Context: an optimization exercise on an open-source flow, tuned for small area and a short achievable clock period. The choices shown serve that exercise and are no tape-out recipe. No run shown here included a check of the RTL's function; only the layout flow was run. Power and IR drop assume default switching activity.

## flow/design.v (module list and top-level ports; edited modules follow where they fit)
// module fa_cell: 4 lines
// module ha_cell: 4 lines
// module booth_sel: 3 lines
// module fp_mul_tree: 1220 lines
// module fp_norm_shift: 20 lines
// module fp_round_inc: 11 lines
// module fp_prefix_and: 10 lines
// module fp_add48: 7 lines
// module fp_lzc24: 11 lines
// module fp32_mul: 156 lines
module fp32_mul
(
    input  logic        clk,
    input  logic        rst_n,
    input  logic [31:0] a,
    input  logic [31:0] b,
    input  logic        in_valid,
    output logic        out_valid,
    output logic [31:0] result
);
  // ...
==> flow/run.sh <==
#!/bin/bash
# synth_recipe.tcl (not shown) runs the flow's synth.tcl, then flattens the netlist and writes it again
# the make line also repeats each setting of config.mk as NAME=value (left out here)
make -C /OpenROAD-flow-scripts/flow DESIGN_CONFIG=/design/flow/config.mk WORK_HOME=/design/flow/orfs CLKGATE_MAP_FILE= SYNTH_SCRIPT=/design/flow/synth_recipe.tcl finish
==> flow/config.mk <==
export PLATFORM = sky130hd
export DESIGN_NAME = fp32_mul
export DESIGN_NICKNAME = fp32_mul
export VERILOG_FILES = /design/flow/design.v
export SDC_FILE = /design/flow/constraint.sdc
export NUM_CORES = 4
export LEC_CHECK = 0
export CAP_MARGIN = 20
export CORE_MARGIN = 2
export CORE_UTILIZATION = 40
export SLEW_MARGIN = 20
export SYNTH_HIERARCHICAL = 1
export SYNTH_MINIMUM_KEEP_SIZE = 0
==> flow/constraint.sdc <==
create_clock -name core_clock -period 8.5 [get_ports {clk}]
set_input_delay 1.7000 -clock core_clock [delete_from_list [all_inputs] [get_ports {clk}]]
set_output_delay 1.7000 -clock core_clock [all_outputs]
set_load 0.01 [all_outputs]
==> flow_summary.ini, run 1 <==
[final_layout]
design_area_um2 = 27900
register_area_um2 = 4650

[timing]
drv_slew = 0
hold_viol_final = 0
grt_setup_unrepaired = false
fin_crit_ps = 6170

[min_path]
min_to = s2

[logic_synthesis]
avgSynthCellArea_um2 = 10.8
netlist.area_leader.share = 0.210
synthSimpleGateAreaFrac = 0.0932
synth_cells = 2353

[drt]
ant_nets = 0
m1WireLength_um = 31600
first_pass_iters = 5
dr_wl_met3_um = 6490
highest_layer = met5

[power]
clock_power_mw = 1.12
comb_power_mw = 8.62
p_seq_frac = 0.156

[floorplan]
start_util = 0.404

[worst_setup_path]
worst_path_most_repeated_cell = buf_4
arrival_ps = 4470
cp.depth = 12

[placed_design]
gp_congestion = 0.902
dp.cells = 3209
dp_hpwl_um = 50900

[run_status]
outcome = no timing/DRC/antenna violations

[global_routing]
globalRouteOverflowTotal = 0
==> module fp32_mul, before the edit <==
module fp32_mul
(
    input  logic        clk,
    input  logic        rst_n,
    input  logic [31:0] a,
    input  logic [31:0] b,
    input  logic        in_valid,
    output logic        out_valid,
    output logic [31:0] result
);
    logic [7:0]  ea, eb;
    logic        ha, hb, fza, fzb, ea_max, eb_max;
    logic        a_zero, b_zero, a_inf, b_inf, a_nan, b_nan;
    logic        r_nan, r_inf, r_zero;
    logic [23:0] sa, sb;
    logic [12:0] bd_one, bd_two, bd_neg;
    logic [8:0]  esum;
    assign ea     = a[30:23];
    assign eb     = b[30:23];
    assign ha     = |ea;
    assign hb     = |eb;
    assign ea_max = &ea;
    assign eb_max = &eb;
    assign fza    = ~|a[22:0];
    assign fzb    = ~|b[22:0];
    assign a_zero = ~ha & fza;
    assign b_zero = ~hb & fzb;
    assign a_inf  = ea_max & fza;
    assign b_inf  = eb_max & fzb;
    assign a_nan  = ea_max & ~fza;
    assign b_nan  = eb_max & ~fzb;
    assign sa     = {ha, a[22:0]};
    assign sb     = {hb, b[22:0]};
    assign r_nan  = a_nan | b_nan | (a_inf & b_zero) | (b_inf & a_zero);
    assign r_inf  = ~r_nan & (a_inf | b_inf);
    assign r_zero = ~r_nan & ~r_inf & (a_zero | b_zero);
    always_comb begin
        for (int k = 0; k < 13; k++) begin
            logic y2, y1, y0;
            y2 = (2*k+1 < 24) ? sb[2*k+1] : 1'b0;
            y1 = (2*k   < 24) ? sb[2*k]   : 1'b0;
            y0 = (k > 0)      ? sb[2*k-1] : 1'b0;
            bd_neg[k] = y2;
            bd_one[k] = y1 ^ y0;
            bd_two[k] = (y2 & ~y1 & ~y0) | (~y2 & y1 & y0);
        end
    end
    logic [4:0]  lz_a, lz_b;
    fp_lzc24 u_lza (.v(sa), .n(lz_a));
    fp_lzc24 u_lzb (.v(sb), .n(lz_b));
    assign esum = {1'b0, ea[7:1], ea[0] | ~ha} + {1'b0, eb[7:1], eb[0] | ~hb};
    logic        v1, s1;
    logic [1:0]  sp1;                 
    logic [23:0] sa1;
    logic [12:0] one1;
    logic [11:0] two1, neg1;
    logic [8:0]  esum1;
    logic [4:0]  lz1;
    always_ff @(posedge clk or negedge rst_n) begin
        if (!rst_n) v1 <= 1'b0;
        else        v1 <= in_valid;
    end
    always_ff @(posedge clk) begin
        s1    <= a[31] ^ b[31];
        sp1   <= r_nan ? 2'd3 : r_inf ? 2'd2 : r_zero ? 2'd1 : 2'd0;
        sa1   <= sa;
        one1  <= bd_one;
        two1  <= bd_two[11:0];
        neg1  <= bd_neg[11:0];
        esum1 <= esum;
        lz1   <= lz_a | lz_b;
    end
    logic [47:0] row0, row1;
    logic signed [9:0] e0;
    fp_mul_tree u_tree (
        .x   (sa1),
        .one (one1),
        .two (two1),
        .neg (neg1),
        .r0  (row0),
        .r1  (row1)
    );
    assign e0 = $signed({1'b0, esum1}) - $signed(10'd127) - $signed({5'd0, lz1});
    logic        v2, s2;
    logic [1:0]  sp2;
    logic [47:0] row0_2, row1_2;
    logic signed [9:0] e0_2;
    logic [4:0]  lz2;
    always_ff @(posedge clk or negedge rst_n) begin
        if (!rst_n) v2 <= 1'b0;
        else        v2 <= v1;
    end
    always_ff @(posedge clk) begin
        s2     <= s1;
        sp2    <= sp1;
        row0_2 <= row0;
        row1_2 <= row1;
        e0_2   <= e0;
        lz2    <= lz1;
    end
    logic [47:0] prod;
    logic [25:0] win;                 
    logic        st21;                
    logic        top, g, st, rup;
    logic [22:0] frac;
    logic signed [9:0] e1;
    fp_add48 u_add (.a(row0_2), .b(row1_2), .s(prod));
    fp_norm_shift u_shift (
        .p    (prod),
        .sh   (lz2),
        .win  (win),
        .st21 (st21)
    );
    assign top  = win[25];
    assign frac = top ? win[24:2] : win[23:1];
    assign g    = top ? win[1] : win[0];
    assign st   = top ? (win[0] | st21) : st21;
    assign rup  = g & (st | frac[0]);
    assign e1   = e0_2 + $signed({9'd0, top});
    logic        v3, s3, rup3;
    logic [1:0]  sp3;
    logic [22:0] frac3;
    logic signed [9:0] e1_3;
    always_ff @(posedge clk or negedge rst_n) begin
        if (!rst_n) v3 <= 1'b0;
        else        v3 <= v2;
    end
    always_ff @(posedge clk) begin
        s3    <= s2;
        sp3   <= sp2;
        frac3 <= frac;
        rup3  <= rup;
        e1_3  <= e1;
    end
    logic        cy;
    logic [22:0] frac_r;
    logic signed [9:0] e1p, ef;
    logic        ovf, unf;
    fp_round_inc u_inc (
        .f   (frac3),
        .up  (rup3),
        .y   (frac_r),
        .cy  (cy)
    );
    assign e1p = e1_3 + $signed(10'd1);
    assign ef  = cy ? e1p : e1_3;
    assign ovf = (ef >= $signed(10'd255));
    assign unf = (ef <= $signed(10'd0));
    always_comb begin
        if (sp3 == 2'd3)                              result = 32'h7FC0_0000;
        else if (sp3 == 2'd2 || (sp3 == 2'd0 && ovf)) result = {s3, 8'hFF, 23'd0};
        else if (sp3 == 2'd1 || unf)                  result = {s3, 31'd0};
        else                                          result = {s3, ef[7:0], frac_r};
    end
    assign out_valid = v3;
endmodule
==> run 2, diff against run 1 <==
--- a/flow/design.v
+++ b/flow/design.v
@@ -655,28 +655,24 @@
   wire pp12_22 = b12_one & x[22];
   wire pp12_23 = b12_one & x[23];
-  wire s1, c2;
-  ha_cell us1 (.a(b1_n), .b(pp0_2), .s(s1), .co(c2));
-  wire s3, c4;
-  ha_cell us3 (.a(pp0_3), .b(pp1_1), .s(s3), .co(c4));
-  wire s5, c6;
-  fa_cell us5 (.a(b2_n), .b(pp0_4), .ci(pp1_2), .s(s5), .co(c6));
-  wire s7, c8;
-  ha_cell us7 (.a(pp2_0), .b(c4), .s(s7), .co(c8));
+  ha_cell us1 (.a(b1_n), .b(pp0_2), .s(r1[2]), .co(r0[3]));
+  wire c4;
+  ha_cell us3 (.a(pp0_3), .b(pp1_1), .s(r1[3]), .co(c4));
+  wire c6;
+  fa_cell us5 (.a(b2_n), .b(pp0_4), .ci(pp1_2), .s(r0[4]), .co(c6));
+  ha_cell us7 (.a(pp2_0), .b(c4), .s(r1[4]), .co(r0[5]));
   wire s9, c10;
   fa_cell us9 (.a(pp0_5), .b(pp1_3), .ci(pp2_1), .s(s9), .co(c10));
-  wire s11, c12;
-  ha_cell us11 (.a(c6), .b(s9), .s(s11), .co(c12));
+  wire c12;
+  ha_cell us11 (.a(c6), .b(s9), .s(r1[5]), .co(c12));
   wire s13, c14;
   fa_cell us13 (.a(b3_n), .b(pp0_6), .ci(pp1_4), .s(s13), .co(c14));
-  wire s15, c16;
-  fa_cell us15 (.a(pp2_2), .b(pp3_0), .ci(c10), .s(s15), .co(c16));
-  wire s17, c18;
-  ha_cell us17 (.a(s13), .b(c12), .s(s17), .co(c18));
+  wire c16;
+  fa_cell us15 (.a(pp2_2), .b(pp3_0), .ci(c10), .s(r0[6]), .co(c16));
+  ha_cell us17 (.a(s13), .b(c12), .s(r1[6]), .co(r0[7]));
   wire s19, c20;
   fa_cell us19 (.a(pp0_7), .b(pp1_5), .ci(pp2_3), .s(s19), .co(c20));
   wire s21, c22;
   fa_cell us21 (.a(pp3_1), .b(c14), .ci(s19), .s(s21), .co(c22));
-  wire s23, c24;
-  ha_cell us23 (.a(c16), .b(s21), .s(s23), .co(c24));
+  ha_cell us23 (.a(c16), .b(s21), .s(r1[7]), .co(r0[8]));
   wire s25, c26;
   fa_cell us25 (.a(b4_n), .b(pp0_8), .ci(pp1_6), .s(s25), .co(c26));
@@ -685,14 +681,13 @@
   wire s29, c30;
   fa_cell us29 (.a(c20), .b(s25), .ci(s27), .s(s29), .co(c30));
-  wire s31, c32;
-  ha_cell us31 (.a(c22), .b(s29), .s(s31), .co(c32));
+  wire c32;
+  ha_cell us31 (.a(c22), .b(s29), .s(r1[8]), .co(c32));
   wire s33, c34;
   fa_cell us33 (.a(pp0_9), .b(pp1_7), .ci(pp2_5), .s(s33), .co(c34));
   wire s35, c36;
   fa_cell us35 (.a(pp3_3), .b(pp4_1), .ci(c26), .s(s35), .co(c36));
-  wire s37, c38;
-  fa_cell us37 (.a(c28), .b(s33), .ci(c30), .s(s37), .co(c38));
-  wire s39, c40;
-  ha_cell us39 (.a(s35), .b(c32), .s(s39), .co(c40));
+  wire c38;
+  fa_cell us37 (.a(c28), .b(s33), .ci(c30), .s(r0[9]), .co(c38));
+  ha_cell us39 (.a(s35), .b(c32), .s(r1[9]), .co(r0[10]));
   wire s41, c42;
   fa_cell us41 (.a(b5_n), .b(pp0_10), .ci(pp1_8), .s(s41), .co(c42));
@@ -703,6 +698,5 @@
   wire s47, c48;
   fa_cell us47 (.a(s43), .b(c36), .ci(s45), .s(s47), .co(c48));
-  wire s49, c50;
-  ha_cell us49 (.a(c38), .b(s47), .s(s49), .co(c50));
+  ha_cell us49 (.a(c38), .b(s47), .s(r1[10]), .co(r0[11]));
   wire s51, c52;
   fa_cell us51 (.a(pp0_11), .b(pp1_9), .ci(pp2_7), .s(s51), .co(c52));
@@ -713,6 +707,5 @@
   wire s57, c58;
   fa_cell us57 (.a(s53), .b(c46), .ci(s55), .s(s57), .co(c58));
-  wire s59, c60;
-  ha_cell us59 (.a(c48), .b(s57), .s(s59), .co(c60));
+  ha_cell us59 (.a(c48), .b(s57), .s(r1[11]), .co(r0[12]));
   wire s61, c62;
   fa_cell us61 (.a(b6_n), .b(pp0_12), .ci(pp1_10), .s(s61), .co(c62));
@@ -725,6 +718,5 @@
   wire s69, c70;
   fa_cell us69 (.a(c56), .b(s65), .ci(s67), .s(s69), .co(c70));
-  wire s71, c72;
-  ha_cell us71 (.a(c58), .b(s69), .s(s71), .co(c72));
+  ha_cell us71 (.a(c58), .b(s69), .s(r1[12]), .co(r0[13]));
   wire s73, c74;
   fa_cell us73 (.a(pp0_13), .b(pp1_11), .ci(pp2_9), .s(s73), .co(c74));
@@ -737,6 +729,5 @@
   wire s81, c82;
   fa_cell us81 (.a(c68), .b(s77), .ci(s79), .s(s81), .co(c82));
-  wire s83, c84;
-  ha_cell us83 (.a(c70), .b(s81), .s(s83), .co(c84));
+  ha_cell us83 (.a(c70), .b(s81), .s(r1[13]), .co(r0[14]));
   wire s85, c86;
   fa_cell us85 (.a(b7_n), .b(pp0_14), .ci(pp1_12), .s(s85), .co(c86));
@@ -751,6 +742,5 @@
   wire s95, c96;
   fa_cell us95 (.a(s91), .b(c80), .ci(s93), .s(s95), .co(c96));
-  wire s97, c98;
-  ha_cell us97 (.a(c82), .b(s95), .s(s97), .co(c98));
+  ha_cell us97 (.a(c82), .b(s95), .s(r1[14]), .co(r0[15]));
   wire s99, c100;
   fa_cell us99 (.a(pp0_15), .b(pp1_13), .ci(pp2_11), .s(s99), .co(c100));
@@ -765,6 +755,5 @@
   wire s109, c110;
   fa_cell us109 (.a(s105), .b(c94), .ci(s107), .s(s109), .co(c110));
-  wire s111, c112;
-  ha_cell us111 (.a(c96), .b(s109), .s(s111), .co(c112));
+  ha_cell us111 (.a(c96), .b(s109), .s(r1[15]), .co(r0[16]));
   wire s113, c114;
   fa_cell us113 (.a(b8_n), .b(pp0_16), .ci(pp1_14), .s(s113), .co(c114));
@@ -781,6 +770,5 @@
   wire s125, c126;
   fa_cell us125 (.a(s121), .b(c108), .ci(s123), .s(s125), .co(c126));
-  wire s127, c128;
-  ha_cell us127 (.a(c110), .b(s125), .s(s127), .co(c128));
+  ha_cell us127 (.a(c110), .b(s125), .s(r1[16]), .co(r0[17]));
   wire s129, c130;
   fa_cell us129 (.a(pp0_17), .b(pp1_15), .ci(pp2_13), .s(s129), .co(c130));
@@ -797,6 +785,5 @@
   wire s141, c142;
   fa_cell us141 (.a(s137), .b(c124), .ci(s139), .s(s141), .co(c142));
-  wire s143, c144;
-  ha_cell us143 (.a(c126), .b(s141), .s(s143), .co(c144));
+  ha_cell us143 (.a(c126), .b(s141), .s(r1[17]), .co(r0[18]));
   wire s145, c146;
   fa_cell us145 (.a(b9_n), .b(pp0_18), .ci(pp1_16), .s(s145), .co(c146));
@@ -815,6 +802,5 @@
   wire s159, c160;
   fa_cell us159 (.a(c140), .b(s155), .ci(s157), .s(s159), .co(c160));
-  wire s161, c162;
-  ha_cell us161 (.a(c142), .b(s159), .s(s161), .co(c162));
+  ha_cell us161 (.a(c142), .b(s159), .s(r1[18]), .co(r0[19]));
   wire s163, c164;
   fa_cell us163 (.a(pp0_19), .b(pp1_17), .ci(pp2_15), .s(s163), .co(c164));
@@ -833,6 +819,5 @@
   wire s177, c178;
   fa_cell us177 (.a(s173), .b(c158), .ci(s175), .s(s177), .co(c178));
-  wire s179, c180;
-  ha_cell us179 (.a(c160), .b(s177), .s(s179), .co(c180));
+  ha_cell us179 (.a(c160), .b(s177), .s(r1[19]), .co(r0[20]));
   wire s181, c182;
   fa_cell us181 (.a(b10_n), .b(pp0_20), .ci(pp10_0), .s(s181), .co(c182));
@@ -853,6 +838,5 @@
   wire s197, c198;
   fa_cell us197 (.a(s193), .b(c176), .ci(s195), .s(s197), .co(c198));
-  wire s199, c200;
-  ha_cell us199 (.a(c178), .b(s197), .s(s199), .co(c200));
+  ha_cell us199 (.a(c178), .b(s197), .s(r1[20]), .co(r0[21]));
   wire s201, c202;
   fa_cell us201 (.a(pp0_21), .b(pp10_1), .ci(pp1_19), .s(s201), .co(c202));
@@ -873,6 +857,5 @@
   wire s217, c218;
   fa_cell us217 (.a(s213), .b(c196), .ci(s215), .s(s217), .co(c218));
-  wire s219, c220;
-  ha_cell us219 (.a(c198), .b(s217), .s(s219), .co(c220));
+  ha_cell us219 (.a(c198), .b(s217), .s(r1[21]), .co(r0[22]));
   wire s221, c222;
   fa_cell us221 (.a(b11_n), .b(pp0_22), .ci(pp10_2), .s(s221), .co(c222));
@@ -895,6 +878,5 @@
   wire s239, c240;
   fa_cell us239 (.a(s235), .b(c216), .ci(s237), .s(s239), .co(c240));
-  wire s241, c242;
-  ha_cell us241 (.a(c218), .b(s239), .s(s241), .co(c242));
+  ha_cell us241 (.a(c218), .b(s239), .s(r1[22]), .co(r0[23]));
   wire s243, c244;
   fa_cell us243 (.a(pp0_23), .b(pp10_3), .ci(pp11_1), .s(s243), .co(c244));
@@ -917,6 +899,5 @@
   wire s261, c262;
   fa_cell us261 (.a(s257), .b(c238), .ci(s259), .s(s261), .co(c262));
-  wire s263, c264;
-  ha_cell us263 (.a(c240), .b(s261), .s(s263), .co(c264));
+  ha_cell us263 (.a(c240), .b(s261), .s(r1[23]), .co(r0[24]));
   wire s265, c266;
   fa_cell us265 (.a(pp0_24), .b(pp10_4), .ci(pp11_2), .s(s265), .co(c266));
@@ -939,6 +920,5 @@
   wire s283, c284;
   fa_cell us283 (.a(s279), .b(c258), .ci(s281), .s(s283), .co(c284));
-  wire s285, c286;
-  fa_cell us285 (.a(c260), .b(s283), .ci(c262), .s(s285), .co(c286));
+  fa_cell us285 (.a(c260), .b(s283), .ci(c262), .s(r1[24]), .co(r1[25]));
   wire s287, c288;
   fa_cell us287 (.a(b0_n), .b(pp10_5), .ci(pp11_3), .s(s287), .co(c288));
@@ -961,6 +941,5 @@
   wire s305, c306;
   fa_cell us305 (.a(c280), .b(s301), .ci(s303), .s(s305), .co(c306));
-  wire s307, c308;
-  fa_cell us307 (.a(c282), .b(s305), .ci(c284), .s(s307), .co(c308));
+  fa_cell us307 (.a(c282), .b(s305), .ci(c284), .s(r0[25]), .co(r1[26]));
   wire s309, c310;
   fa_cell us309 (.a(b0_n), .b(pp10_6), .ci(pp11_4), .s(s309), .co(c310));
@@ -983,6 +962,5 @@
   wire s327, c328;
   fa_cell us327 (.a(c302), .b(s323), .ci(c304), .s(s327), .co(c328));
-  wire s329, c330;
-  fa_cell us329 (.a(s325), .b(c306), .ci(s327), .s(s329), .co(c330));
+  fa_cell us329 (.a(s325), .b(c306), .ci(s327), .s(r0[26]), .co(r0[27]));
   wire s331, c332;
   fa_cell us331 (.a(pp10_7), .b(pp11_5), .ci(pp12_3), .s(s331), .co(c332));
@@ -1005,6 +983,5 @@
   wire s349, c350;
   fa_cell us349 (.a(c324), .b(s345), .ci(c326), .s(s349), .co(c350));
-  wire s351, c352;
-  fa_cell us351 (.a(s347), .b(c328), .ci(s349), .s(s351), .co(c352));
+  fa_cell us351 (.a(s347), .b(c328), .ci(s349), .s(r1[27]), .co(r0[28]));
   wire s353, c354;
   fa_cell us353 (.a(pp10_8), .b(pp11_6), .ci(pp12_4), .s(s353), .co(c354));
@@ -1025,6 +1002,5 @@
   wire s369, c370;
   fa_cell us369 (.a(c346), .b(s365), .ci(c348), .s(s369), .co(c370));
-  wire s371, c372;
-  fa_cell us371 (.a(s367), .b(c350), .ci(s369), .s(s371), .co(c372));
+  fa_cell us371 (.a(s367), .b(c350), .ci(s369), .s(r1[28]), .co(r0[29]));
   wire s373, c374;
   fa_cell us373 (.a(pp10_9), .b(pp11_7), .ci(pp12_5), .s(s373), .co(c374));
@@ -1045,6 +1021,5 @@
   wire s389, c390;
   fa_cell us389 (.a(c366), .b(s385), .ci(c368), .s(s389), .co(c390));
-  wire s391, c392;
-  fa_cell us391 (.a(s387), .b(c370), .ci(s389), .s(s391), .co(c392));
+  fa_cell us391 (.a(s387), .b(c370), .ci(s389), .s(r1[29]), .co(r0[30]));
   wire s393, c394;
   fa_cell us393 (.a(pp10_10), .b(pp11_8), .ci(pp12_6), .s(s393), .co(c394));
@@ -1063,6 +1038,5 @@
   wire s407, c408;
   fa_cell us407 (.a(c386), .b(s403), .ci(c388), .s(s407), .co(c408));
-  wire s409, c410;
-  fa_cell us409 (.a(s405), .b(c390), .ci(s407), .s(s409), .co(c410));
+  fa_cell us409 (.a(s405), .b(c390), .ci(s407), .s(r1[30]), .co(r0[31]));
   wire s411, c412;
   fa_cell us411 (.a(pp10_11), .b(pp11_9), .ci(pp12_7), .s(s411), .co(c412));
@@ -1081,6 +1055,5 @@
   wire s425, c426;
   fa_cell us425 (.a(c404), .b(s421), .ci(c406), .s(s425), .co(c426));
-  wire s427, c428;
-  fa_cell us427 (.a(s423), .b(c408), .ci(s425), .s(s427), .co(c428));
+  fa_cell us427 (.a(s423), .b(c408), .ci(s425), .s(r1[31]), .co(r0[32]));
   wire s429, c430;
   fa_cell us429 (.a(pp10_12), .b(pp11_10), .ci(pp12_8), .s(s429), .co(c430));
@@ -1097,6 +1070,5 @@
   wire s441, c442;
   fa_cell us441 (.a(s437), .b(c422), .ci(s439), .s(s441), .co(c442));
-  wire s443, c444;
-  fa_cell us443 (.a(c424), .b(c426), .ci(s441), .s(s443), .co(c444));
+  fa_cell us443 (.a(c424), .b(c426), .ci(s441), .s(r1[32]), .co(r0[33]));
   wire s445, c446;
   fa_cell us445 (.a(pp10_13), .b(pp11_11), .ci(pp12_9), .s(s445), .co(c446));
@@ -1113,6 +1085,5 @@
   wire s457, c458;
   fa_cell us457 (.a(s451), .b(s453), .ci(c440), .s(s457), .co(c458));
-  wire s459, c460;
-  fa_cell us459 (.a(s455), .b(c442), .ci(s457), .s(s459), .co(c460));
+  fa_cell us459 (.a(s455), .b(c442), .ci(s457), .s(r1[33]), .co(r0[34]));
   wire s461, c462;
   fa_cell us461 (.a(pp10_14), .b(pp11_12), .ci(pp12_10), .s(s461), .co(c462));
@@ -1127,6 +1098,5 @@
   wire s471, c472;
   fa_cell us471 (.a(s465), .b(s467), .ci(c456), .s(s471), .co(c472));
-  wire s473, c474;
-  fa_cell us473 (.a(s469), .b(c458), .ci(s471), .s(s473), .co(c474));
+  fa_cell us473 (.a(s469), .b(c458), .ci(s471), .s(r1[34]), .co(r0[35]));
   wire s475, c476;
   fa_cell us475 (.a(pp10_15), .b(pp11_13), .ci(pp12_11), .s(s475), .co(c476));
@@ -1141,6 +1111,5 @@
   wire s485, c486;
   fa_cell us485 (.a(c468), .b(s481), .ci(c470), .s(s485), .co(c486));
-  wire s487, c488;
-  fa_cell us487 (.a(s483), .b(c472), .ci(s485), .s(s487), .co(c488));
+  fa_cell us487 (.a(s483), .b(c472), .ci(s485), .s(r1[35]), .co(r1[36]));
   wire s489, c490;
   fa_cell us489 (.a(pp10_16), .b(pp11_14), .ci(pp12_12), .s(s489), .co(c490));
@@ -1153,6 +1122,5 @@
   wire s497, c498;
   fa_cell us497 (.a(c482), .b(s493), .ci(s495), .s(s497), .co(c498));
-  wire s499, c500;
-  fa_cell us499 (.a(c484), .b(s497), .ci(c486), .s(s499), .co(c500));
+  fa_cell us499 (.a(c484), .b(s497), .ci(c486), .s(r0[36]), .co(r1[37]));
   wire s501, c502;
   fa_cell us501 (.a(pp10_17), .b(pp11_15), .ci(pp12_13), .s(s501), .co(c502));
@@ -1165,6 +1133,5 @@
   wire s509, c510;
   fa_cell us509 (.a(c494), .b(c496), .ci(s505), .s(s509), .co(c510));
-  wire s511, c512;
-  fa_cell us511 (.a(s507), .b(s509), .ci(c498), .s(s511), .co(c512));
+  fa_cell us511 (.a(s507), .b(s509), .ci(c498), .s(r0[37]), .co(r0[38]));
   wire s513, c514;
   fa_cell us513 (.a(pp10_18), .b(pp11_16), .ci(pp12_14), .s(s513), .co(c514));
@@ -1175,6 +1142,5 @@
   wire s519, c520;
   fa_cell us519 (.a(s515), .b(c506), .ci(c508), .s(s519), .co(c520));
-  wire s521, c522;
-  fa_cell us521 (.a(s517), .b(c510), .ci(s519), .s(s521), .co(c522));
+  fa_cell us521 (.a(s517), .b(c510), .ci(s519), .s(r1[38]), .co(r0[39]));
   wire s523, c524;
   fa_cell us523 (.a(pp10_19), .b(pp11_17), .ci(pp12_15), .s(s523), .co(c524));
@@ -1185,6 +1151,5 @@
   wire s529, c530;
   fa_cell us529 (.a(s523), .b(s525), .ci(c518), .s(s529), .co(c530));
-  wire s531, c532;
-  fa_cell us531 (.a(s527), .b(c520), .ci(s529), .s(s531), .co(c532));
+  fa_cell us531 (.a(s527), .b(c520), .ci(s529), .s(r1[39]), .co(r0[40]));
   wire s533, c534;
   fa_cell us533 (.a(pp10_20), .b(pp11_18), .ci(pp12_16), .s(s533), .co(c534));
@@ -1193,6 +1158,5 @@
   wire s537, c538;
   fa_cell us537 (.a(c526), .b(s533), .ci(c528), .s(s537), .co(c538));
-  wire s539, c540;
-  fa_cell us539 (.a(s535), .b(c530), .ci(s537), .s(s539), .co(c540));
+  fa_cell us539 (.a(s535), .b(c530), .ci(s537), .s(r1[40]), .co(r1[41]));
   wire s541, c542;
   fa_cell us541 (.a(pp10_21), .b(pp11_19), .ci(pp12_17), .s(s541), .co(c542));
@@ -1201,32 +1165,316 @@
   wire s545, c546;
   fa_cell us545 (.a(c534), .b(s541), .ci(s543), .s(s545), .co(c546));
-  wire s547, c548;
-  fa_cell us547 (.a(c536), .b(s545), .ci(c538), .s(s547), .co(c548));
+  fa_cell us547 (.a(c536), .b(s545), .ci(c538), .s(r0[41]), .co(r1[42]));
   wire s549, c550;
   fa_cell us549 (.a(pp10_22), .b(pp11_20), .ci(pp12_18), .s(s549), .co(c550));
   wire s551, c552;
   fa_cell us551 (.a(~pp9_24), .b(c542), .ci(c544), .s(s551), .co(c552));
-  wire s553, c554;
-  fa_cell us553 (.a(s549), .b(c546), .ci(s551), .s(s553), .co(c554));
+  fa_cell us553 (.a(s549), .b(c546), .ci(s551), .s(r0[42]), .co(r0[43]));
   wire s555, c556;
   fa_cell us555 (.a(pp10_23), .b(pp11_21), .ci(pp12_19), .s(s555), .co(c556));
   wire s557, c558;
   fa_cell us557 (.a(pp9_24), .b(~b9_n), .ci(c550), .s(s557), .co(c558));
-  wire s559, c560;
-  fa_cell us559 (.a(s555), .b(c552), .ci(s557), .s(s559), .co(c560));
+  fa_cell us559 (.a(s555), .b(c552), .ci(s557), .s(r1[43]), .co(r0[44]));
   wire s561, c562;
   fa_cell us561 (.a(pp10_24), .b(pp11_22), .ci(~pp12_20), .s(s561), .co(c562));
-  wire s563, c564;
-  fa_cell us563 (.a(c556), .b(s561), .ci(c558), .s(s563), .co(c564));
+  fa_cell us563 (.a(c556), .b(s561), .ci(c558), .s(r1[44]), .co(r1[45]));
   wire s565, c566;
   fa_cell us565 (.a(pp11_23), .b(pp12_20), .ci(pp12_21), .s(s565), .co(c566));
-  wire s567, c568;
-  fa_cell us567 (.a(~b10_n), .b(c562), .ci(s565), .s(s567), .co(c568));
-  wire s569, c570;
-  fa_cell us569 (.a(pp11_24), .b(~pp12_22), .ci(c566), .s(s569), .co(c570));
-  wire s571, c572;
-  fa_cell us571 (.a(pp12_22), .b(pp12_23), .ci(~b11_n), .s(s571), .co(c572));
-  assign r0 = {s571, c568, s567, c560, c554, s553, s547, c532, c522, c512, s511, s499, c474, c460, c444, c428, c410, c392, c372, c352, c330, s329, s307, c264, c242, c220, c200, c180, c162, c144, c128, c112, c98, c84, c72, c60, c50, c40, s37, c24, c18, s15, c8, s5, c2, pp1_0, pp0_1, b0_n};
-  assign r1 = {c570, s569, c564, s563, s559, c548, c540, s539, s531, s521, c500, c488, s487, s473, s459, s443, s427, s409, s391, s371, s351, c308, c286, s285, s263, s241, s219, s199, s179, s161, s143, s127, s111, s97, s83, s71, s59, s49, s39, s31, s23, s17, s11, s7, s3, s1, 1'b0, pp0_0};
+  fa_cell us567 (.a(~b10_n), .b(c562), .ci(s565), .s(r0[45]), .co(r0[46]));
+  fa_cell us569 (.a(pp11_24), .b(~pp12_22), .ci(c566), .s(r1[46]), .co(r1[47]));
+  wire c572;
+  fa_cell us571 (.a(pp12_22), .b(pp12_23), .ci(~b11_n), .s(r0[47]), .co(c572));
+  assign r0[0] = b0_n;
+  assign r0[1] = pp0_1;
+  assign r0[2] = pp1_0;
+  assign r1[0] = pp0_0;
+  assign r1[1] = 1'b0;
+endmodule
+module fp_add_lo (
+    input  logic [11:0] a,
+    input  logic [11:0] b,
+    output logic [11:0] s,
+    output logic co
+);
+  logic [11:0] p, g;
+  assign p = a ^ b;
+  assign g = a & b;
+  wire gg1 = g[1] | (p[1] & g[0]);
+  wire pp1 = p[1] & p[0];
+  wire gg2 = g[3] | (p[3] & g[2]);
+  wire pp2 = p[3] & p[2];
+  wire gg3 = g[5] | (p[5] & g[4]);
+  wire pp3 = p[5] & p[4];
+  wire gg4 = g[7] | (p[7] & g[6]);
+  wire pp4 = p[7] & p[6];
+  wire gg5 = g[9] | (p[9] & g[8]);
+  wire pp5 = p[9] & p[8];
+  wire gg6 = g[11] | (p[11] & g[10]);
+  wire pp6 = p[11] & p[10];
+  wire gg7 = g[2] | (p[2] & gg1);
+  wire pp7 = p[2] & pp1;
+  wire gg8 = gg2 | (pp2 & gg1);
+  wire pp8 = pp2 & pp1;
+  wire gg9 = g[6] | (p[6] & gg3);
+  wire pp9 = p[6] & pp3;
+  wire gg10 = gg4 | (pp4 & gg3);
+  wire pp10 = pp4 & pp3;
+  wire gg11 = g[10] | (p[10] & gg5);
+  wire pp11 = p[10] & pp5;
+  wire gg12 = gg6 | (pp6 & gg5);
+  wire pp12 = pp6 & pp5;
+  wire gg13 = g[4] | (p[4] & gg8);
+  wire pp13 = p[4] & pp8;
+  wire gg14 = gg3 | (pp3 & gg8);
+  wire pp14 = pp3 & pp8;
+  wire gg15 = gg9 | (pp9 & gg8);
+  wire pp15 = pp9 & pp8;
+  wire gg16 = gg10 | (pp10 & gg8);
+  wire pp16 = pp10 & pp8;
+  wire gg17 = g[8] | (p[8] & gg16);
+  wire pp17 = p[8] & pp16;
+  wire gg18 = gg5 | (pp5 & gg16);
+  wire pp18 = pp5 & pp16;
+  wire gg19 = gg11 | (pp11 & gg16);
+  wire pp19 = pp11 & pp16;
+  wire gg20 = gg12 | (pp12 & gg16);
+  wire pp20 = pp12 & pp16;
+  assign s[0] = p[0] ^ 1'b0;
+  assign s[1] = p[1] ^ g[0];
+  assign s[2] = p[2] ^ gg1;
+  assign s[3] = p[3] ^ gg7;
+  assign s[4] = p[4] ^ gg8;
+  assign s[5] = p[5] ^ gg13;
+  assign s[6] = p[6] ^ gg14;
+  assign s[7] = p[7] ^ gg15;
+  assign s[8] = p[8] ^ gg16;
+  assign s[9] = p[9] ^ gg17;
+  assign s[10] = p[10] ^ gg18;
+  assign s[11] = p[11] ^ gg19;
+  assign co = gg20;
+endmodule
+module fp_add_hi (
+    input  logic [35:0] a,
+    input  logic [35:0] b,
+    input  logic ci,
+    output logic [35:0] s
+);
+  logic [35:0] p, g;
+  assign p = a ^ b;
+  assign g = a & b;
+  logic g0c;
+  assign g0c = g[0] | (p[0] & ci);
+  wire gg1 = g[1] | (p[1] & g0c);
+  wire pp1 = p[1] & p[0];
+  wire gg2 = g[3] | (p[3] & g[2]);
+  wire pp2 = p[3] & p[2];
+  wire gg3 = g[5] | (p[5] & g[4]);
+  wire pp3 = p[5] & p[4];
+  wire gg4 = g[7] | (p[7] & g[6]);
+  wire pp4 = p[7] & p[6];
+  wire gg5 = g[9] | (p[9] & g[8]);
+  wire pp5 = p[9] & p[8];
+  wire gg6 = g[11] | (p[11] & g[10]);
+  wire pp6 = p[11] & p[10];
+  wire gg7 = g[13] | (p[13] & g[12]);
+  wire pp7 = p[13] & p[12];
+  wire gg8 = g[15] | (p[15] & g[14]);
+  wire pp8 = p[15] & p[14];
+  wire gg9 = g[17] | (p[17] & g[16]);
+  wire pp9 = p[17] & p[16];
+  wire gg10 = g[19] | (p[19] & g[18]);
+  wire pp10 = p[19] & p[18];
+  wire gg11 = g[21] | (p[21] & g[20]);
+  wire pp11 = p[21] & p[20];
+  wire gg12 = g[23] | (p[23] & g[22]);
+  wire pp12 = p[23] & p[22];
+  wire gg13 = g[25] | (p[25] & g[24]);
+  wire pp13 = p[25] & p[24];
+  wire gg14 = g[27] | (p[27] & g[26]);
+  wire pp14 = p[27] & p[26];
+  wire gg15 = g[29] | (p[29] & g[28]);
+  wire pp15 = p[29] & p[28];
+  wire gg16 = g[31] | (p[31] & g[30]);
+  wire pp16 = p[31] & p[30];
+  wire gg17 = g[33] | (p[33] & g[32]);
+  wire pp17 = p[33] & p[32];
+  wire gg18 = g[35] | (p[35] & g[34]);
+  wire pp18 = p[35] & p[34];
+  wire gg19 = g[2] | (p[2] & gg1);
+  wire pp19 = p[2] & pp1;
+  wire gg20 = gg2 | (pp2 & gg1);
+  wire pp20 = pp2 & pp1;
+  wire gg21 = g[6] | (p[6] & gg3);
+  wire pp21 = p[6] & pp3;
+  wire gg22 = gg4 | (pp4 & gg3);
+  wire pp22 = pp4 & pp3;
+  wire gg23 = g[10] | (p[10] & gg5);
+  wire pp23 = p[10] & pp5;
+  wire gg24 = gg6 | (pp6 & gg5);
+  wire pp24 = pp6 & pp5;
+  wire gg25 = g[14] | (p[14] & gg7);
+  wire pp25 = p[14] & pp7;
+  wire gg26 = gg8 | (pp8 & gg7);
+  wire pp26 = pp8 & pp7;
+  wire gg27 = g[18] | (p[18] & gg9);
+  wire pp27 = p[18] & pp9;
+  wire gg28 = gg10 | (pp10 & gg9);
+  wire pp28 = pp10 & pp9;
+  wire gg29 = g[22] | (p[22] & gg11);
+  wire pp29 = p[22] & pp11;
+  wire gg30 = gg12 | (pp12 & gg11);
+  wire pp30 = pp12 & pp11;
+  wire gg31 = g[26] | (p[26] & gg13);
+  wire pp31 = p[26] & pp13;
+  wire gg32 = gg14 | (pp14 & gg13);
+  wire pp32 = pp14 & pp13;
+  wire gg33 = g[30] | (p[30] & gg15);
+  wire pp33 = p[30] & pp15;
+  wire gg34 = gg16 | (pp16 & gg15);
+  wire pp34 = pp16 & pp15;
+  wire gg35 = g[34] | (p[34] & gg17);
+  wire pp35 = p[34] & pp17;
+  wire gg36 = gg18 | (pp18 & gg17);
+  wire pp36 = pp18 & pp17;
+  wire gg37 = g[4] | (p[4] & gg20);
+  wire pp37 = p[4] & pp20;
+  wire gg38 = gg3 | (pp3 & gg20);
+  wire pp38 = pp3 & pp20;
+  wire gg39 = gg21 | (pp21 & gg20);
+  wire pp39 = pp21 & pp20;
+  wire gg40 = gg22 | (pp22 & gg20);
+  wire pp40 = pp22 & pp20;
+  wire gg41 = g[12] | (p[12] & gg24);
+  wire pp41 = p[12] & pp24;
+  wire gg42 = gg7 | (pp7 & gg24);
+  wire pp42 = pp7 & pp24;
+  wire gg43 = gg25 | (pp25 & gg24);
+  wire pp43 = pp25 & pp24;
+  wire gg44 = gg26 | (pp26 & gg24);
+  wire pp44 = pp26 & pp24;
+  wire gg45 = g[20] | (p[20] & gg28);
+  wire pp45 = p[20] & pp28;
+  wire gg46 = gg11 | (pp11 & gg28);
+  wire pp46 = pp11 & pp28;
+  wire gg47 = gg29 | (pp29 & gg28);
+  wire pp47 = pp29 & pp28;
+  wire gg48 = gg30 | (pp30 & gg28);
+  wire pp48 = pp30 & pp28;
+  wire gg49 = g[28] | (p[28] & gg32);
+  wire pp49 = p[28] & pp32;
+  wire gg50 = gg15 | (pp15 & gg32);
+  wire pp50 = pp15 & pp32;
+  wire gg51 = gg33 | (pp33 & gg32);
+  wire pp51 = pp33 & pp32;
+  wire gg52 = gg34 | (pp34 & gg32);
+  wire pp52 = pp34 & pp32;
+  wire gg53 = g[8] | (p[8] & gg40);
+  wire pp53 = p[8] & pp40;
+  wire gg54 = gg5 | (pp5 & gg40);
+  wire pp54 = pp5 & pp40;
+  wire gg55 = gg23 | (pp23 & gg40);
+  wire pp55 = pp23 & pp40;
+  wire gg56 = gg24 | (pp24 & gg40);
+  wire pp56 = pp24 & pp40;
+  wire gg57 = gg41 | (pp41 & gg40);
+  wire pp57 = pp41 & pp40;
+  wire gg58 = gg42 | (pp42 & gg40);
+  wire pp58 = pp42 & pp40;
+  wire gg59 = gg43 | (pp43 & gg40);
+  wire pp59 = pp43 & pp40;
+  wire gg60 = gg44 | (pp44 & gg40);
+  wire pp60 = pp44 & pp40;
+  wire gg61 = g[24] | (p[24] & gg48);
+  wire pp61 = p[24] & pp48;
+  wire gg62 = gg13 | (pp13 & gg48);
+  wire pp62 = pp13 & pp48;
+  wire gg63 = gg31 | (pp31 & gg48);
+  wire pp63 = pp31 & pp48;
+  wire gg64 = gg32 | (pp32 & gg48);
+  wire pp64 = pp32 & pp48;
+  wire gg65 = gg49 | (pp49 & gg48);
+  wire pp65 = pp49 & pp48;
+  wire gg66 = gg50 | (pp50 & gg48);
+  wire pp66 = pp50 & pp48;
+  wire gg67 = gg51 | (pp51 & gg48);
+  wire pp67 = pp51 & pp48;
+  wire gg68 = gg52 | (pp52 & gg48);
+  wire pp68 = pp52 & pp48;
+  wire gg69 = g[16] | (p[16] & gg60);
+  wire pp69 = p[16] & pp60;
+  wire gg70 = gg9 | (pp9 & gg60);
+  wire pp70 = pp9 & pp60;
+  wire gg71 = gg27 | (pp27 & gg60);
+  wire pp71 = pp27 & pp60;
+  wire gg72 = gg28 | (pp28 & gg60);
+  wire pp72 = pp28 & pp60;
+  wire gg73 = gg45 | (pp45 & gg60);
+  wire pp73 = pp45 & pp60;
+  wire gg74 = gg46 | (pp46 & gg60);
+  wire pp74 = pp46 & pp60;
+  wire gg75 = gg47 | (pp47 & gg60);
+  wire pp75 = pp47 & pp60;
+  wire gg76 = gg48 | (pp48 & gg60);
+  wire pp76 = pp48 & pp60;
+  wire gg77 = gg61 | (pp61 & gg60);
+  wire pp77 = pp61 & pp60;
+  wire gg78 = gg62 | (pp62 & gg60);
+  wire pp78 = pp62 & pp60;
+  wire gg79 = gg63 | (pp63 & gg60);
+  wire pp79 = pp63 & pp60;
+  wire gg80 = gg64 | (pp64 & gg60);
+  wire pp80 = pp64 & pp60;
+  wire gg81 = gg65 | (pp65 & gg60);
+  wire pp81 = pp65 & pp60;
+  wire gg82 = gg66 | (pp66 & gg60);
+  wire pp82 = pp66 & pp60;
+  wire gg83 = gg67 | (pp67 & gg60);
+  wire pp83 = pp67 & pp60;
+  wire gg84 = gg68 | (pp68 & gg60);
+  wire pp84 = pp68 & pp60;
+  wire gg85 = g[32] | (p[32] & gg84);
+  wire pp85 = p[32] & pp84;
+  wire gg86 = gg17 | (pp17 & gg84);
+  wire pp86 = pp17 & pp84;
+  wire gg87 = gg35 | (pp35 & gg84);
+  wire pp87 = pp35 & pp84;
+  wire gg88 = gg36 | (pp36 & gg84);
+  wire pp88 = pp36 & pp84;
+  assign s[0] = p[0] ^ ci;
+  assign s[1] = p[1] ^ g0c;
+  assign s[2] = p[2] ^ gg1;
+  assign s[3] = p[3] ^ gg19;
+  assign s[4] = p[4] ^ gg20;
+  assign s[5] = p[5] ^ gg37;
+  assign s[6] = p[6] ^ gg38;
+  assign s[7] = p[7] ^ gg39;
+  assign s[8] = p[8] ^ gg40;
+  assign s[9] = p[9] ^ gg53;
+  assign s[10] = p[10] ^ gg54;
+  assign s[11] = p[11] ^ gg55;
+  assign s[12] = p[12] ^ gg56;
+  assign s[13] = p[13] ^ gg57;
+  assign s[14] = p[14] ^ gg58;
+  assign s[15] = p[15] ^ gg59;
+  assign s[16] = p[16] ^ gg60;
+  assign s[17] = p[17] ^ gg69;
+  assign s[18] = p[18] ^ gg70;
+  assign s[19] = p[19] ^ gg71;
+  assign s[20] = p[20] ^ gg72;
+  assign s[21] = p[21] ^ gg73;
+  assign s[22] = p[22] ^ gg74;
+  assign s[23] = p[23] ^ gg75;
+  assign s[24] = p[24] ^ gg76;
+  assign s[25] = p[25] ^ gg77;
+  assign s[26] = p[26] ^ gg78;
+  assign s[27] = p[27] ^ gg79;
+  assign s[28] = p[28] ^ gg80;
+  assign s[29] = p[29] ^ gg81;
+  assign s[30] = p[30] ^ gg82;
+  assign s[31] = p[31] ^ gg83;
+  assign s[32] = p[32] ^ gg84;
+  assign s[33] = p[33] ^ gg85;
+  assign s[34] = p[34] ^ gg86;
+  assign s[35] = p[35] ^ gg87;
 endmodule
 module fp_norm_shift (
@@ -1372,7 +1620,11 @@
     );
     assign e0 = $signed({1'b0, esum1}) - $signed(10'd127) - $signed({5'd0, lz1});
-    logic        v2, s2;
+    logic [12-1:0] plo;
+    logic           clo;
+    fp_add_lo u_lo (.a(row0[12-1:0]), .b(row1[12-1:0]), .s(plo), .co(clo));
+    logic        v2, s2, clo2;
     logic [1:0]  sp2;
-    logic [47:0] row0_2, row1_2;
+    logic [47:12] hi0_2, hi1_2;
+    logic [12-1:0] plo2;
     logic signed [9:0] e0_2;
     logic [4:0]  lz2;
@@ -1382,18 +1634,19 @@
     end
     always_ff @(posedge clk) begin
-        s2     <= s1;
-        sp2    <= sp1;
-        row0_2 <= row0;
-        row1_2 <= row1;
-        e0_2   <= e0;
-        lz2    <= lz1;
+        s2    <= s1;
+        sp2   <= sp1;
+        hi0_2 <= row0[47:12];
+        hi1_2 <= row1[47:12];
+        plo2  <= plo;
+        clo2  <= clo;
+        e0_2  <= e0;
+        lz2   <= lz1;
     end
+    logic [47:12] phi;
     logic [47:0] prod;
     logic [25:0] win;                 
     logic        st21;                
-    logic        top, g, st, rup;
-    logic [22:0] frac;
-    logic signed [9:0] e1;
-    fp_add48 u_add (.a(row0_2), .b(row1_2), .s(prod));
+    fp_add_hi u_hi (.a(hi0_2), .b(hi1_2), .ci(clo2), .s(phi));
+    assign prod = {phi, plo2};
     fp_norm_shift u_shift (
         .p    (prod),
@@ -1402,14 +1655,16 @@
         .st21 (st21)
     );
-    assign top  = win[25];
-    assign frac = top ? win[24:2] : win[23:1];
-    assign g    = top ? win[1] : win[0];
-    assign st   = top ? (win[0] | st21) : st21;
-    assign rup  = g & (st | frac[0]);
-    assign e1   = e0_2 + $signed({9'd0, top});
-    logic        v3, s3, rup3;
+    logic        ge253, ge254, ge255, le0, lem1, lem2;
+    assign ge253 = (e0_2 >= $signed(10'd253));
+    assign ge254 = (e0_2 >= $signed(10'd254));
+    assign ge255 = (e0_2 >= $signed(10'd255));
+    assign le0   = (e0_2 <= $signed(10'd0));
+    assign lem1  = (e0_2 <= $signed(-10'sd1));
+    assign lem2  = (e0_2 <= $signed(-10'sd2));
+    logic        v3, s3, st3;
     logic [1:0]  sp3;
-    logic [22:0] frac3;
-    logic signed [9:0] e1_3;
+    logic [25:0] win3;
+    logic [7:0]  e0_3;
+    logic        ge253_3, ge254_3, ge255_3, le0_3, lem1_3, lem2_3;
     always_ff @(posedge clk or negedge rst_n) begin
         if (!rst_n) v3 <= 1'b0;
@@ -1417,30 +1672,54 @@
     end
     always_ff @(posedge clk) begin
-        s3    <= s2;
-        sp3   <= sp2;
-        frac3 <= frac;
-        rup3  <= rup;
-        e1_3  <= e1;
-    end
-    logic        cy;
-    logic [22:0] frac_r;
-    logic signed [9:0] e1p, ef;
-    logic        ovf, unf;
+        s3      <= s2;
+        sp3     <= sp2;
+        win3    <= win;
+        st3     <= st21;
+        e0_3    <= e0_2[7:0];
+        ge253_3 <= ge253;
+        ge254_3 <= ge254;
+        ge255_3 <= ge255;
+        le0_3   <= le0;
+        lem1_3  <= lem1;
+        lem2_3  <= lem2;
+    end
+    logic        top, g, st, rup, ones, cy;
+    logic [22:0] frac, frac_r;
+    logic [7:0]  e0p1, e0p2, ef;
+    logic        fin, is_inf, is_zero, unused_cy;
+    logic [31:0] res_next;
+    assign top  = win3[25];
+    assign frac = top ? win3[24:2] : win3[23:1];
+    assign g    = top ? win3[1] : win3[0];
+    assign st   = top ? (win3[0] | st3) : st3;
+    assign rup  = g & (st | frac[0]);
+    assign ones = top ? (&win3[24:2]) : (&win3[23:1]);
+    assign cy   = rup & ones;         
     fp_round_inc u_inc (
-        .f   (frac3),
-        .up  (rup3),
+        .f   (frac),
+        .up  (rup),
         .y   (frac_r),
-        .cy  (cy)
+        .cy  (unused_cy)
     );
-    assign e1p = e1_3 + $signed(10'd1);
-    assign ef  = cy ? e1p : e1_3;
-    assign ovf = (ef >= $signed(10'd255));
-    assign unf = (ef <= $signed(10'd0));
+    assign e0p1 = e0_3 + 8'd1;
+    assign e0p2 = e0_3 + 8'd2;
+    assign ef   = (top & cy) ? e0p2 : (top | cy) ? e0p1 : e0_3;
+    assign fin     = (sp3 == 2'd0);
+    assign is_inf  = (sp3 == 2'd2) | (fin & ((top & cy) ? ge253_3 : (top | cy) ? ge254_3 : ge255_3));
+    assign is_zero = (sp3 == 2'd1) | (fin & ((top & cy) ? lem2_3  : (top | cy) ? lem1_3  : le0_3));
     always_comb begin
-        if (sp3 == 2'd3)                              result = 32'h7FC0_0000;
-        else if (sp3 == 2'd2 || (sp3 == 2'd0 && ovf)) result = {s3, 8'hFF, 23'd0};
-        else if (sp3 == 2'd1 || unf)                  result = {s3, 31'd0};
-        else                                          result = {s3, ef[7:0], frac_r};
+        if (sp3 == 2'd3)  res_next = 32'h7FC0_0000;
+        else if (is_inf)  res_next = {s3, 8'hFF, 23'd0};
+        else if (is_zero) res_next = {s3, 31'd0};
+        else              res_next = {s3, ef, frac_r};
+    end
+    logic        v4;
+    always_ff @(posedge clk or negedge rst_n) begin
+        if (!rst_n) v4 <= 1'b0;
+        else        v4 <= v3;
+    end
+    always_ff @(posedge clk) begin
+        result <= res_next;
     end
-    assign out_valid = v3;
+    assign out_valid = v4;
 endmodule
==> run 2 against run 1 <==
Worst setup slack improved by 1900 ps. Clock skew decreased by 5.2 ps. Register-to-register slack improved by 1100 ps. Hold slack got worse by 0.73 ps. Synthesized cell count decreased by 8.2%. Core utilization increased by 1.7 points. Still clean on timing, DRC and antenna. Combinational power decreased by about 10%. Final cell count decreased by 4.3%. Design area decreased by 0.34%. Non-clock buffer count decreased by 1. Die area decreased by 3.5%. Largest cell class unchanged.
==> flow_summary.ini, run 2 <==
[run_status]
outcome = no timing/DRC/antenna violations

[worst_setup_path]
critPathKind = flip-flop to flip-flop
cp-start-kind = flip-flop
cp_num_buf_inv = 1
critPathRequiredTime_ps = 8990
critPathTopFamily = adder cells
slowest_delay_ps = 450
critPathCaptureType = flip-flop
worstPathCellList = inv_1, fa_1, fa_1, nand2b_1, a211oi_2, o21ai_2, a211oi_2, nor2_1, o21ai_2, a21oi_1, fa_1, xnor2_1, mux4_2, mux2i_1, mux2_2, mux2i_1
worst_path_most_repeated_cell = fa_1
crit_path_top_delay_cell = mux4_2
crit_fanout = 3
arrival_ps = 4710

[logic_synthesis]
synthesis.nets = 2592
syn_area_um2 = 24500
avgSynthCellArea_um2 = 11.4
synth_cells = 2159
ys_warn_count = 10

[power]
power_density_nw_per_um2 = 398
total_power_mw = 11.1
leakagePower_nw = 9.89
peakVddDrop_v = 0.000216

[timing]
grt_setup_unrepaired = false
fmax_mhz = 237
slew_headroom = 0.316
hold_viol_final = 0
fin_hold_ws_ps = 325
worst_pin_slew_ps = 1030
skew_ps = 17.7
fin_crit_sh = 0.496
fin_ws_ps = 4280
final-setup-viol-count = 0
fin_crit_ps = 4220
setup_tns_ps = 0
drv_slew = 0

[global_routing]
antenna_found_initial = 2
top_usage_layer = met2
use_met1 = 0.284
globalRouteOverflowTotal = 0
gr-usage-met3 = 0.0465
grt_pass1_wl_um = 111000
grt_use_met2 = 0.372
grt_use_total = 0.225
grt_max_degree = 52
grt_pass1_vias = 19397

[clock_tree]
cts_resized = 0
clk_path_buf_depth = 3
h-tree-depth = 1
hold_buffers = 0
post_cts_buffers = 0
cts_made_buffers = 31
insertion_delay_ps = 600
cts_root_buffer = clkbuf_16
clock_sinks = 260
clk_pin_slew_worst_paths_ps = 60
cts_tree = built

[drt]
drt-total-wl_um = 71600
vias_per_cell = 5.80
first_pass_iters = 5
ant_nets = 0
wire_per_inst_um = 23.0
drtIter0Drc = 1110
drc = 0
num_vias = 18066

[final_layout]
utilization = 0.459
reg_top3 = hi0_2 (36), hi1_2 (36), result (32)
stdcell_count = 3117
antenna_cells = 0
num-nets-final = 2746
drive_above_1_share = 0.214
fill_cells = 5586
design_area_um2 = 27800
layout_common_cells = 334 x xnor2_1, 277 x fa_1, 276 x a22oi_2, 252 x dfxtp_1, 99 x clkdlybuf4s50_1
areaGrowthSynthToFinish_pct = 13.1
final_common_cell = xnor2_1

[floorplan]
rows = 90
die_w_um = 252
die_area_um2 = 63400
die_h_um = 252
ios = 100
start_util = 0.406
coreArea_um2 = 60500

[min_path]
hold_class = flip-flop to flip-flop

[placed_design]
gp_congestion = 0.886
dp_hpwl_um = 48200
post_dp_cell_area_um2 = 26700
dp.cells = 3062
io_buffers = 99
dpl_worst_slack_ps = 3860

[job]
drv_cap = 0
## run 2: cell type report
cell class / count / area (um2) / share of cell area
Tap cell: 782 / 978 / 0.0353
Clock inverter: 15 / 163 / 0.00586
Sequential cell: 260 / 5230 / 0.188
Timing Repair Buffer: 163 / 1470 / 0.0530
Clock buffer: 40 / 860 / 0.0310
Inverter: 93 / 349 / 0.0126
Multi-Input combinational cell: 1764 / 18700 / 0.674
## run 2: final timing paths
kind	from	end	slack, ps	cells after the start
min	s1	s2	320	0
max in group asynchronous	rst_n	v1	7030	1
min in group asynchronous	rst_n	v4	1310	1
max reg2reg	hi0_2[12]	win3[23]	4280	16
min reg2reg	s1	s2	320	0
max	hi0_2[12]	win3[23]	4280	16
## run 2: worst register-to-register path, cell delays in order, from the launching register on
cell and delay (ps):
dfxtp_1 310, inv_1 50, fa_1 430, fa_1 400, nand2b_1 210, a211oi_2 370, o21ai_2 190, a211oi_2 310
nor2_1 120, o21ai_2 190, a21oi_1 110, fa_1 390, xnor2_1 140, mux4_2 450, mux2i_1 200, mux2_2 210
mux2i_1 70
## run 2: metal layers
layer  vias up  share of wire  routed length (um)
met5         -        0.00011                   8
met4         2          0.038                2740
met3       195          0.077                5540
met1      9026           0.42               29800
met2       795           0.47               33500
li1       8048              -                   -
## run 2: power by group
group          switching [mW]  internal (mW)  leakage (nW)
Combinational            4.24           3.53          7.20
Sequential              0.211           1.77          2.19
Clock                   0.540          0.776         0.498
==> run 3, diff against run 2 <==
--- a/flow/config.mk
+++ b/flow/config.mk
@@ -9,4 +9,5 @@
 export CORE_MARGIN = 2
 export CORE_UTILIZATION = 40
+export SETUP_SLACK_MARGIN = 4.5
 export SLEW_MARGIN = 20
 export SYNTH_HIERARCHICAL = 1
==> run 3 against run 2 <==
Still clean. Wire length rose by 5.6%. Final cell count rose by 0.16%. Flip-flop and latch count did not move. First-iteration DRC count rose by 1.3%. Design area rose by 2.8%. Clock power fell by 3%. Die area did not move. Non-clock buffer count rose by 4. Hold slack improved by 4.0 ps. Sequential power rose by 6%. Core utilization rose by 1.3 points. Largest cell class unchanged. Highest routed layer is now met4.
==> flow_summary.ini, run 3 <==
[clock_tree]
cts_tree = built
clk_pin_slew_worst_paths_ps = 70
clk_path_buf_depth = 3
cts_root_buffer = clkbuf_16
h-tree-depth = 1
cts_made_buffers = 30
clock_sinks = 260
hold_buffers = 0
insertion_delay_ps = 590

[worst_setup_path]
reg2reg_to = win3[23]
critPathCaptureType = flip-flop
crit_fanout = 3
r2r_slack_ps = 4530
critPathKind = flip-flop to flip-flop
critPathCapture = win3[23]
r2r_start = hi1_2[12]
rr_worst_depth = 16
crit_start = hi1_2[12]
cp-start-kind = flip-flop
critPathRequiredTime_ps = 8940
arrival_ps = 4410

[logic_synthesis]
avgSynthCellArea_um2 = 11.4
synth_cells = 2159
ys_warn_count = 10
synthesis.nets = 2592
syn_area_um2 = 24500

[run_status]
outcome = no timing/DRC/antenna violations

[drt]
drt-total-wl_um = 75600
drc = 0
first_pass_iters = 6
drtIter0Drc = 1124
wire_per_inst_um = 24.2
num_vias = 18423
vias_per_cell = 5.90
ant_nets = 0

[timing]
drv_slew = 0
fin_ws_ps = 4530
grt_setup_unrepaired = true
fmax_mhz = 252
skew_ps = 39.5
slew_headroom = 0.337
fin_crit_ps = 3970
worst_pin_slew_ps = 995
hold_viol_final = 0
final-setup-viol-count = 0
setup_tns_ps = 0
fin_crit_sh = 0.467

[placed_design]
gp_congestion = 0.883
dp.cells = 3027
io_buffers = 99
dpl_worst_slack_ps = 3780
dp_hpwl_um = 47800

[floorplan]
die_h_um = 252
die_w_um = 252
ios = 100
rows = 90
coreArea_um2 = 60500
die_area_um2 = 63400
start_util = 0.406

[final_layout]
num-nets-final = 2749
reg_top3 = hi0_2 (36), hi1_2 (36), result (32)
register_area_um2 = 5370
layout_common_cells = 333 x xnor2_1, 276 x a22oi_2, 273 x fa_1, 209 x dfxtp_1, 99 x clkdlybuf4s50_1
utilization = 0.472
fill_cells = 5424
final_common_cell = xnor2_1
stdcell_count = 3122
areaGrowthSynthToFinish_pct = 16.3
multi_input_area_um2 = 18800
drive_above_1_share = 0.241

[global_routing]
antenna_found_initial = 2
grt_pass1_vias = 18973
grt_max_degree = 52
grt_pass1_wl_um = 109000
grt_use_total = 0.220
globalRouteOverflowTotal = 0

[min_path]
hold_depth = 0
hold_class = flip-flop to flip-flop
min_from = sp2[0]

[job]
drv_cap = 0

[power]
total_power_mw = 11.3
leakagePower_nw = 10.1
peakVddDrop_v = 0.000205
power_density_nw_per_um2 = 396
run 3: worst min path at each step:
stage / endpoint / slack, ps
2_1_floorplan: s2 / 310
3_3_place_gp: sp3[1] / 310
3_5_place_dp: sp3[0] / 310
4_1_cts: sp3[0] / 330
5_1_grt: sp2[1] / 330
6_report: sp3[0] / 330
run 3: metal layers:
layer / wire length [um] / vias to the layer above / GRT usage
li1: - / 8053 / -
met5: 0 / - / 0
met1: 30700 / 9193 / 0.286
met4: 3630 / 0 / 0.0842
met2: 34800 / 935 / 0.362
met3: 6470 / 242 / 0.0428
run 3: repair_timing:
item	CTS	global route
setup endpoints to repair	44	28
buffers inserted	3	36
resized for setup	45	34
pin swaps	6	13
cloned	0	0
run 3: area by class of cell:
type                            count  share of cell area
Clock buffer                       39              0.0292
Sequential cell                   260               0.188
Inverter                           93              0.0122
Antenna cell                        2            0.000175
Tap cell                          782              0.0343
Timing Repair Buffer              167              0.0712
Clock inverter                     15             0.00609
Multi-Input combinational cell   1764               0.659
run 3: critical path: stages, from the launching register on:
cell and delay, ps:
dfxtp_2 320, inv_1 50, fa_2 360, fa_2 360, nand2b_4 170, a211oi_4 300, o21ai_4 130, a211oi_2 300
nor2_2 80, o21ai_2 180, a21oi_2 90, fa_2 540, inv_2 40, mux4_2 450, mux2i_2 180, mux2_4 190
mux2i_2 60
run 3: stage by stage:
step | area [um2] | hold WS (ps)
floorplan | 24600 | 310
global placement | 26500 | 312
detailed placement | 26500 | 313
CTS | 27700 | 326
global route | 28500 | 329
finish | 28500 | 329
run 3: power breakdown:
part	leakage, nW	switching [mW]	internal (mW)
Clock	0.491	0.525	0.757
Combinational	7.42	4.28	3.65
Sequential	2.21	0.330	1.77
Total	10.1	5.13	6.17

[port drivers added, routing unchanged]
The flow's constraints put no driver on any port. The routed layouts listed below were extracted and timed again, unchanged, in two steps.
Step 1 sets driving cells, clkbuf_16 on the clock port and buf_2 on the other inputs (assumed; they add their load-dependent delay and slew).
Step 2 adds t to the input delays and takes it off the output delays; t is the mean of the earliest and latest rising clock arrival at the registers after step 1. Input paths then give back, and output paths get back, about the clock's delay inside the block.
Three values: ideal, step 1, step 2; two values: the first two.
run | shift t [ns] | setup slack, ns | worst setup path at the end | latest minus earliest clock arrival (ns) | worst slew at a driven data input, ns
run 1 | 0.606 | 2.331 / 2.276 / 2.882 | register to output | 0.023 / 0.024 | 0.04
run 2 | 0.650 | 4.281 / 4.281 / 3.800 | input to register | 0.018 / 0.018 | 0.04
run 3 | 0.629 | 4.528 / 4.528 / 4.114 | input to register | 0.040 / 0.039 | 0.04
After both steps every run listed still meets setup and hold. For run 2, which loses most, drivers alone change the setup slack by 0.000 ns; drivers and shift together by -0.481 ns.
